What follows belongs to an exercise in optimizing a design on an open flow for small area and a short achievable clock period; a production flow would make more cautious choices. In this exercise RTL edits were held to simulation tests only and were not proved equivalent to the original.

===== flow/design.v =====
`timescale 1ns/1ps
module raster_setup (
	input logic clock,
	input logic rst,
	input logic start_triangle,
	input logic get_bounds,
	input logic loop_setup,
	input logic rasterize,
	input logic [16-1:0] v0_x,
	input logic [16-1:0] v0_y,
	input logic [16-1:0] v1_x,
	input logic [16-1:0] v1_y,
	input logic [16-1:0] v2_x,
	input logic [16-1:0] v2_y,
	output logic [16-1:0] tri_v0_x,
	output logic [16-1:0] tri_v0_y,
	output logic [16-1:0] tri_v1_x,
	output logic [16-1:0] tri_v1_y,
	output logic [16-1:0] tri_v2_x,
	output logic [16-1:0] tri_v2_y,
	output logic point_valid,
	output logic point_last,
	output logic [16-1:0] point_x,
	output logic [16-1:0] point_y
);
	localparam logic [1:0] IDLE     = 2'd0;
	localparam logic [1:0] READY    = 2'd1;
	localparam logic [1:0] SCAN     = 2'd2;
	localparam logic [1:0] FINISHED = 2'd3;
	logic [1:0] state;
	logic [16-1:0] min_x;
	logic [16-1:0] min_y;
	logic [16-1:0] max_x;
	logic [16-1:0] max_y;
	logic [16-1:0] iter_x;
	logic [16-1:0] iter_y;
	logic [16-1:0] m01_x, m01_y, n01_x, n01_y;
	logic row_end;
	logic box_end;
	logic issue;
	assign m01_x = (tri_v0_x <= tri_v1_x) ? tri_v0_x : tri_v1_x;
	assign m01_y = (tri_v0_y <= tri_v1_y) ? tri_v0_y : tri_v1_y;
	assign n01_x = (tri_v0_x >= tri_v1_x) ? tri_v0_x : tri_v1_x;
	assign n01_y = (tri_v0_y >= tri_v1_y) ? tri_v0_y : tri_v1_y;
	always_ff @(posedge clock) begin
		if (start_triangle) begin
			tri_v0_x <= v0_x;
			tri_v0_y <= v0_y;
			tri_v1_x <= v1_x;
			tri_v1_y <= v1_y;
			tri_v2_x <= v2_x;
			tri_v2_y <= v2_y;
		end
	end
	always_ff @(posedge clock) begin
		if (get_bounds) begin
			min_x <= (m01_x <= tri_v2_x) ? m01_x : tri_v2_x;
			min_y <= (m01_y <= tri_v2_y) ? m01_y : tri_v2_y;
			max_x <= (n01_x >= tri_v2_x) ? n01_x : tri_v2_x;
			max_y <= (n01_y >= tri_v2_y) ? n01_y : tri_v2_y;
		end
	end
	assign row_end = (iter_x == max_x);
	assign box_end = row_end && (iter_y == max_y);
	assign issue = rasterize && ((state == READY) || (state == SCAN)) &&
		!(point_valid && point_last);
	always_ff @(posedge clock) begin
		if (rst) begin
			state <= IDLE;
			point_valid <= 1'b0;
			point_last <= 1'b0;
		end else if (loop_setup) begin
			state <= READY;
			point_valid <= 1'b0;
			point_last <= 1'b0;
		end else begin
			point_valid <= issue;
			point_last <= issue && box_end;
			if (point_valid && point_last) begin
				state <= FINISHED;
			end else if (issue) begin
				state <= SCAN;
			end
		end
	end
	always_ff @(posedge clock) begin
		if (loop_setup) begin
			iter_x <= min_x;
			iter_y <= min_y;
		end else if (issue) begin
			point_x <= iter_x;
			point_y <= iter_y;
			if (row_end) begin
				iter_x <= min_x;
				iter_y <= iter_y + 16'd1;
			end else begin
				iter_x <= iter_x + 16'd1;
			end
		end
	end
endmodule
`timescale 1ns/1ps
module edge_evaluator #(
	parameter int EDGE_INDEX = 0
) (
	input logic clock,
	input logic rst,
	input logic form_edges,
	input logic [16-1:0] tri_v0_x,
	input logic [16-1:0] tri_v0_y,
	input logic [16-1:0] tri_v1_x,
	input logic [16-1:0] tri_v1_y,
	input logic [16-1:0] tri_v2_x,
	input logic [16-1:0] tri_v2_y,
	input logic point_valid,
	input logic [16-1:0] point_x,
	input logic [16-1:0] point_y,
	output logic edge_ok
);
	localparam int J_IDX = (EDGE_INDEX + 1) % 3;
	localparam int K_IDX = (EDGE_INDEX + 2) % 3;
	logic [16-1:0] vx [3];
	logic [16-1:0] vy [3];
	logic [16-1:0] coef_a;
	logic [16-1:0] coef_b;
	logic [16-1:0] coef_c;
	logic [16-1:0] edge_value;
	assign vx[0] = tri_v0_x;
	assign vy[0] = tri_v0_y;
	assign vx[1] = tri_v1_x;
	assign vy[1] = tri_v1_y;
	assign vx[2] = tri_v2_x;
	assign vy[2] = tri_v2_y;
	always_ff @(posedge clock) begin
		if (form_edges) begin
			coef_a <= vy[J_IDX] - vy[K_IDX];
			coef_b <= vx[K_IDX] - vx[J_IDX];
			coef_c <= vy[K_IDX] * vx[J_IDX] - vx[K_IDX] * vy[J_IDX];
		end
	end
	assign edge_value = coef_a * point_x + coef_b * point_y + coef_c;
	always_ff @(posedge clock) begin
		if (rst) begin
			edge_ok <= 1'b0;
		end else if (point_valid) begin
			edge_ok <= ~edge_value[15];
		end
	end
endmodule
`timescale 1ns/1ps
module pixel_emitter (
	input logic clock,
	input logic rst,
	input logic point_valid,
	input logic point_last,
	input logic [16-1:0] point_x,
	input logic [16-1:0] point_y,
	input logic [3-1:0] edge_ok,
	output logic write_pixel,
	output logic raster_done,
	output logic [16-1:0] pixel_x,
	output logic [16-1:0] pixel_y
);
	logic d_valid;
	logic d_last;
	logic [16-1:0] d_x;
	logic [16-1:0] d_y;
	logic covered;
	always_ff @(posedge clock) begin
		if (rst) begin
			d_valid <= 1'b0;
			d_last <= 1'b0;
		end else begin
			d_valid <= point_valid;
			d_last <= point_valid && point_last;
		end
		d_x <= point_x;
		d_y <= point_y;
	end
	assign covered = d_valid && (&edge_ok);
	always_ff @(posedge clock) begin
		if (rst) begin
			write_pixel <= 1'b0;
			raster_done <= 1'b0;
		end else begin
			write_pixel <= covered;
			raster_done <= d_valid && d_last;
		end
		if (covered) begin
			pixel_x <= d_x;
			pixel_y <= d_y;
		end
	end
endmodule
`timescale 1ns/1ps
module edge_rasterizer (
	input logic clock,
	input logic rst,
	input logic start_triangle,
	input logic get_bounds,
	input logic form_edges,
	input logic loop_setup,
	input logic rasterize,
	input logic [16-1:0] v0_x,
	input logic [16-1:0] v0_y,
	input logic [16-1:0] v1_x,
	input logic [16-1:0] v1_y,
	input logic [16-1:0] v2_x,
	input logic [16-1:0] v2_y,
	output logic write_pixel,
	output logic raster_done,
	output logic [16-1:0] pixel_x,
	output logic [16-1:0] pixel_y
);
	logic [16-1:0] tri_v0_x, tri_v0_y, tri_v1_x, tri_v1_y, tri_v2_x, tri_v2_y;
	logic point_valid, point_last;
	logic [16-1:0] point_x, point_y;
	logic [3-1:0] edge_ok;
	raster_setup u_setup (
		.clock          (clock),
		.rst            (rst),
		.start_triangle (start_triangle),
		.get_bounds     (get_bounds),
		.loop_setup     (loop_setup),
		.rasterize      (rasterize),
		.v0_x           (v0_x),
		.v0_y           (v0_y),
		.v1_x           (v1_x),
		.v1_y           (v1_y),
		.v2_x           (v2_x),
		.v2_y           (v2_y),
		.tri_v0_x       (tri_v0_x),
		.tri_v0_y       (tri_v0_y),
		.tri_v1_x       (tri_v1_x),
		.tri_v1_y       (tri_v1_y),
		.tri_v2_x       (tri_v2_x),
		.tri_v2_y       (tri_v2_y),
		.point_valid    (point_valid),
		.point_last     (point_last),
		.point_x        (point_x),
		.point_y        (point_y)
	);
	for (genvar i = 0; i < 3; i++) begin : g_edge
		edge_evaluator #(
			.EDGE_INDEX (i)
		) u_edge (
			.clock       (clock),
			.rst         (rst),
			.form_edges  (form_edges),
			.tri_v0_x    (tri_v0_x),
			.tri_v0_y    (tri_v0_y),
			.tri_v1_x    (tri_v1_x),
			.tri_v1_y    (tri_v1_y),
			.tri_v2_x    (tri_v2_x),
			.tri_v2_y    (tri_v2_y),
			.point_valid (point_valid),
			.point_x     (point_x),
			.point_y     (point_y),
			.edge_ok     (edge_ok[i])
		);
	end
	pixel_emitter u_emitter (
		.clock       (clock),
		.rst         (rst),
		.point_valid (point_valid),
		.point_last  (point_last),
		.point_x     (point_x),
		.point_y     (point_y),
		.edge_ok     (edge_ok),
		.write_pixel (write_pixel),
		.raster_done (raster_done),
		.pixel_x     (pixel_x),
		.pixel_y     (pixel_y)
	);
endmodule

===== flow/run.sh =====
#!/bin/bash
# synth_recipe.tcl (not shown) runs the flow's synth.tcl, then flattens the netlist and writes it again
# the make line also repeats each setting of config.mk as NAME=value (left out here)
make -C /OpenROAD-flow-scripts/flow DESIGN_CONFIG=/design/flow/config.mk WORK_HOME=/design/flow/orfs CLKGATE_MAP_FILE= SYNTH_SCRIPT=/design/flow/synth_recipe.tcl finish

===== flow/config.mk =====
export PLATFORM = sky130hd
export DESIGN_NAME = edge_rasterizer
export DESIGN_NICKNAME = edge_rasterizer
export VERILOG_FILES = /design/flow/design.v
export SDC_FILE = /design/flow/constraint.sdc
export NUM_CORES = 4
export LEC_CHECK = 0
export CAP_MARGIN = 20
export CORE_MARGIN = 2
export CORE_UTILIZATION = 40
export SLEW_MARGIN = 20

===== flow/constraint.sdc =====
create_clock -name core_clock -period 10.0 [get_ports {clock}]
set_input_delay 2.0000 -clock core_clock [delete_from_list [all_inputs] [get_ports {clock}]]
set_output_delay 2.0000 -clock core_clock [all_outputs]
set_load 0.01 [all_outputs]

==> out/metrics.yaml <==
logic_synthesis:
  yosys.area.top_type: "fa_1"
  yosysSeqAreaShare_pct: 18.6
  async_reset_ff_share_pct: 0
  syn_inst: 7094
  yosys_register_bits: 443
  synthTopCellsByCount: "inv_1, fa_1, nand2_1"
  yosysUniqueCellTypes: 71
  synth_ff_type: "edfxtp_1"
  netlist_area_sq_um: 69200
  synth.top_cells.by_area: "fa_1, edfxtp_1, ha_1"
  synth_edf_count: 400
  yosysTopAreaCellShare_pct: 33.5
  yosysMostFrequentCell: "inv_1"
  synthesis.nets: 9062
  syn_area_per_cell_sq_um: 9.75
  yosysWarnings: 11
floorplan:
  fp.dieH_um: 420
  die_width_um: 420
  io_pins: 137
  floorplan.initialDensity_pct: 40.3
  row_count: 152
  fp.coreArea_sq_um: 172000
  dieArea_sq_um: 176000
hold_path:
  hp-class: "reg2reg"
routing:
  drc_errors: 0
  routedWlPerCell_um: 26.1
  first_pass_iters: 5
  drtIter0Drc: 4817
  vias_per_cell: 5.29
  antenna_left: 0
  drt-total-wl_um: 249000
  via_count: 50468
cts:
  postCtsHoldBufs: 0
  cts_buffers: 53
  ctsResizeCount: 0
  cts_tree: "done"
  cts_sinks: 443
  cts.htree.levels: 2
  cts.path.max_buffers: 3
  root_buffer: "clkbuf_16"
  clk_pin_slew_ns: 0.08
  insertion_delay_ns: 0.70
  postCtsSetupBuffers: 0
timing:
  max_freq_mhz: 125
  skew_ns: 0.0934
  slew_headroom_pct: 16.4
  rsz0062_at_grt: "false"
  hold_viol: 0
  worstMarginPinSlew_ns: 1.25
  finalCritPeriodShare_pct: 80.1
  worst_slack_ns: 1.99
  fin_crit_ns: 8.01
  setup_violations: 0
  fin_tns_setup_ns: 0
  slew_violations: 0
global_route:
  grt_max_degree: 76
  gr-total-overflow: 0
  grt_pass1_vias: 52898
  antenna_found_initial: 14
  grt_first_pass_wirelength_um: 364000
  grt_usage_pct: 28.8
final_layout:
  top_regs: "g_edge.u_edge.coef_a: 48 flops, g_edge.u_edge.coef_b: 48 flops, g_edge.u_edge.coef_c: 48 flops"
  final_nets: 9144
  syn_to_final_growth_pct: 9.23
  drive_gt1_share_pct: 4.97
  stdcell_count: 9536
worst_setup_path:
  worstPathRequired_ns: 10.45
  critPathKind: "reg2reg"
  cp_max_fo: 15
  end_kind: "flip-flop"
  cp.arrival_ns: 8.47
  critPathLaunchType: "flip-flop"
run:
  drv_cap: 0
place:
  hpwl_um: 194000
  place_ws_ns: 2.07
  io_buffers: 136
  gp_congestion: 1.02
  place_inst: 9430
run_status:
  status: "complete, no violations"
## cells in the final DEF (no fill, tap or decap), types with 10 or more instances in the layout
cell             count
nor2b_1             42
mux2i_1             53
and4_1              11
xor2_1             132
edfxtp_1           400
buf_4              163
o21ai_0             83
nand2_1            855
and3_1              10
a21o_1              47
inv_1             1459
nor3_1              17
o21a_1              15
and2_1             490
clkinv_1            19
a21oi_1            116
clkbuf_16           53
clkdlybuf4s50_1    133
nor2_1             469
nand4_1             27
ha_1               707
a21boi_0            10
nand3_1             20
dfxtp_1             43
xnor2_1            416
nand2b_1            27
fa_1              1158
mux2_2              64
## per-stage QoR
stage               cell area, sq um  hold slack, ns  util (%)
global route                   75600           0.410      44.0
CTS                            75500           0.402      44.0
detailed placement             73600           0.389      42.9
finish                         75600           0.402      44.0
global placement               73600           0.387      42.8
floorplan                      69200           0.343         -
## metal layers
metal	track usage [%]	wire [um]
met1	37.5	98800
met2	44.0	109000
met3	5.38	21600
met4	18.5	20000
met5	0	49
## cell families (layout without fill, tap and decap cells)
logic type | count (synthesis) | count (layout) | synth area share [%]
fa+ha+maj | 1865 | 1865 | 46.3
simple gates | 1991 | 1991 | 13.2
buf+inv | 1756 | 1881 | 9.61
mux | 118 | 118 | 1.83
compound gates | 373 | 373 | 3.53
other cells | 0 | 7 | 0
xor+xnor | 548 | 548 | 6.94
flops | 443 | 443 | 18.6
## worst max-delay path, stage by stage, from the launching register on
cell and delay (ns):
edfxtp_1 0.37, buf_4 0.30, inv_1 0.94, nor2_1 0.19
fa_1 0.58, inv_1 0.05, fa_1 0.48, fa_1 0.50
inv_1 0.04, ha_1 0.27, inv_1 0.06, fa_1 0.50
inv_1 0.05, fa_1 0.55, fa_1 0.44, fa_1 0.44
ha_1 0.33, o21ai_0 0.12, a21boi_0 0.16, o21ai_0 0.23
a21oi_1 0.12, and4_1 0.22, a2111oi_2 0.44, a21oi_1 0.23
xnor2_1 0.17
## cell type report
type | instances | area (sq um)
Fill cell | 16506 | 96200
Antenna cell | 7 | 17.5
Clock inverter | 41 | 583
Inverter | 1481 | 5560
Clock buffer | 57 | 1350
Multi-Input combinational cell | 4895 | 49700
Sequential cell | 443 | 12900
Timing Repair Buffer | 302 | 2630
Tap cell | 2310 | 2890
## path summary, 6_finish.rpt
check	start	end	slack (ns)	depth (start not counted)
max reg2reg	u_setup.tri_v1_y[4]$_DFFE_PP_	g_edge[2].u_edge.coef_c[15]$_DFFE_PP_	1.99	24
max	u_setup.tri_v1_y[4]$_DFFE_PP_	g_edge[2].u_edge.coef_c[15]$_DFFE_PP_	1.99	24
min reg2reg	u_emitter.d_y[3]$_DFF_P_	u_emitter.pixel_y[3]$_DFFE_PP_	0.40	0
min	u_emitter.d_y[3]$_DFF_P_	u_emitter.pixel_y[3]$_DFFE_PP_	0.40	0

port drivers added, routing unchanged:
No port has a modelled driver above. Below, the same layout with a new extraction and two added sets of constraints.
Step 1 sets driving cells, clkbuf_16 on the clock port and buf_2 on the other inputs (assumed; they add their load-dependent delay and slew).
Step 2 times the ports against the registers' clock, not the clock port: input delays grow and output delays shrink by t, the midpoint of the rising clock arrivals with the driver on.
Three values: no drivers, after step 1, after step 2; two values: the first two.
shift t [ns]: 0.740
slack for setup (ns): 1.988 / 1.988 / 1.988
worst setup path after step 2: register to register
cell pins on the clock port's net: 1
After both steps setup and hold are still met in this run. The setup slack of this run moves by 0.000 ns with the drivers and by 0.000 ns with both steps.
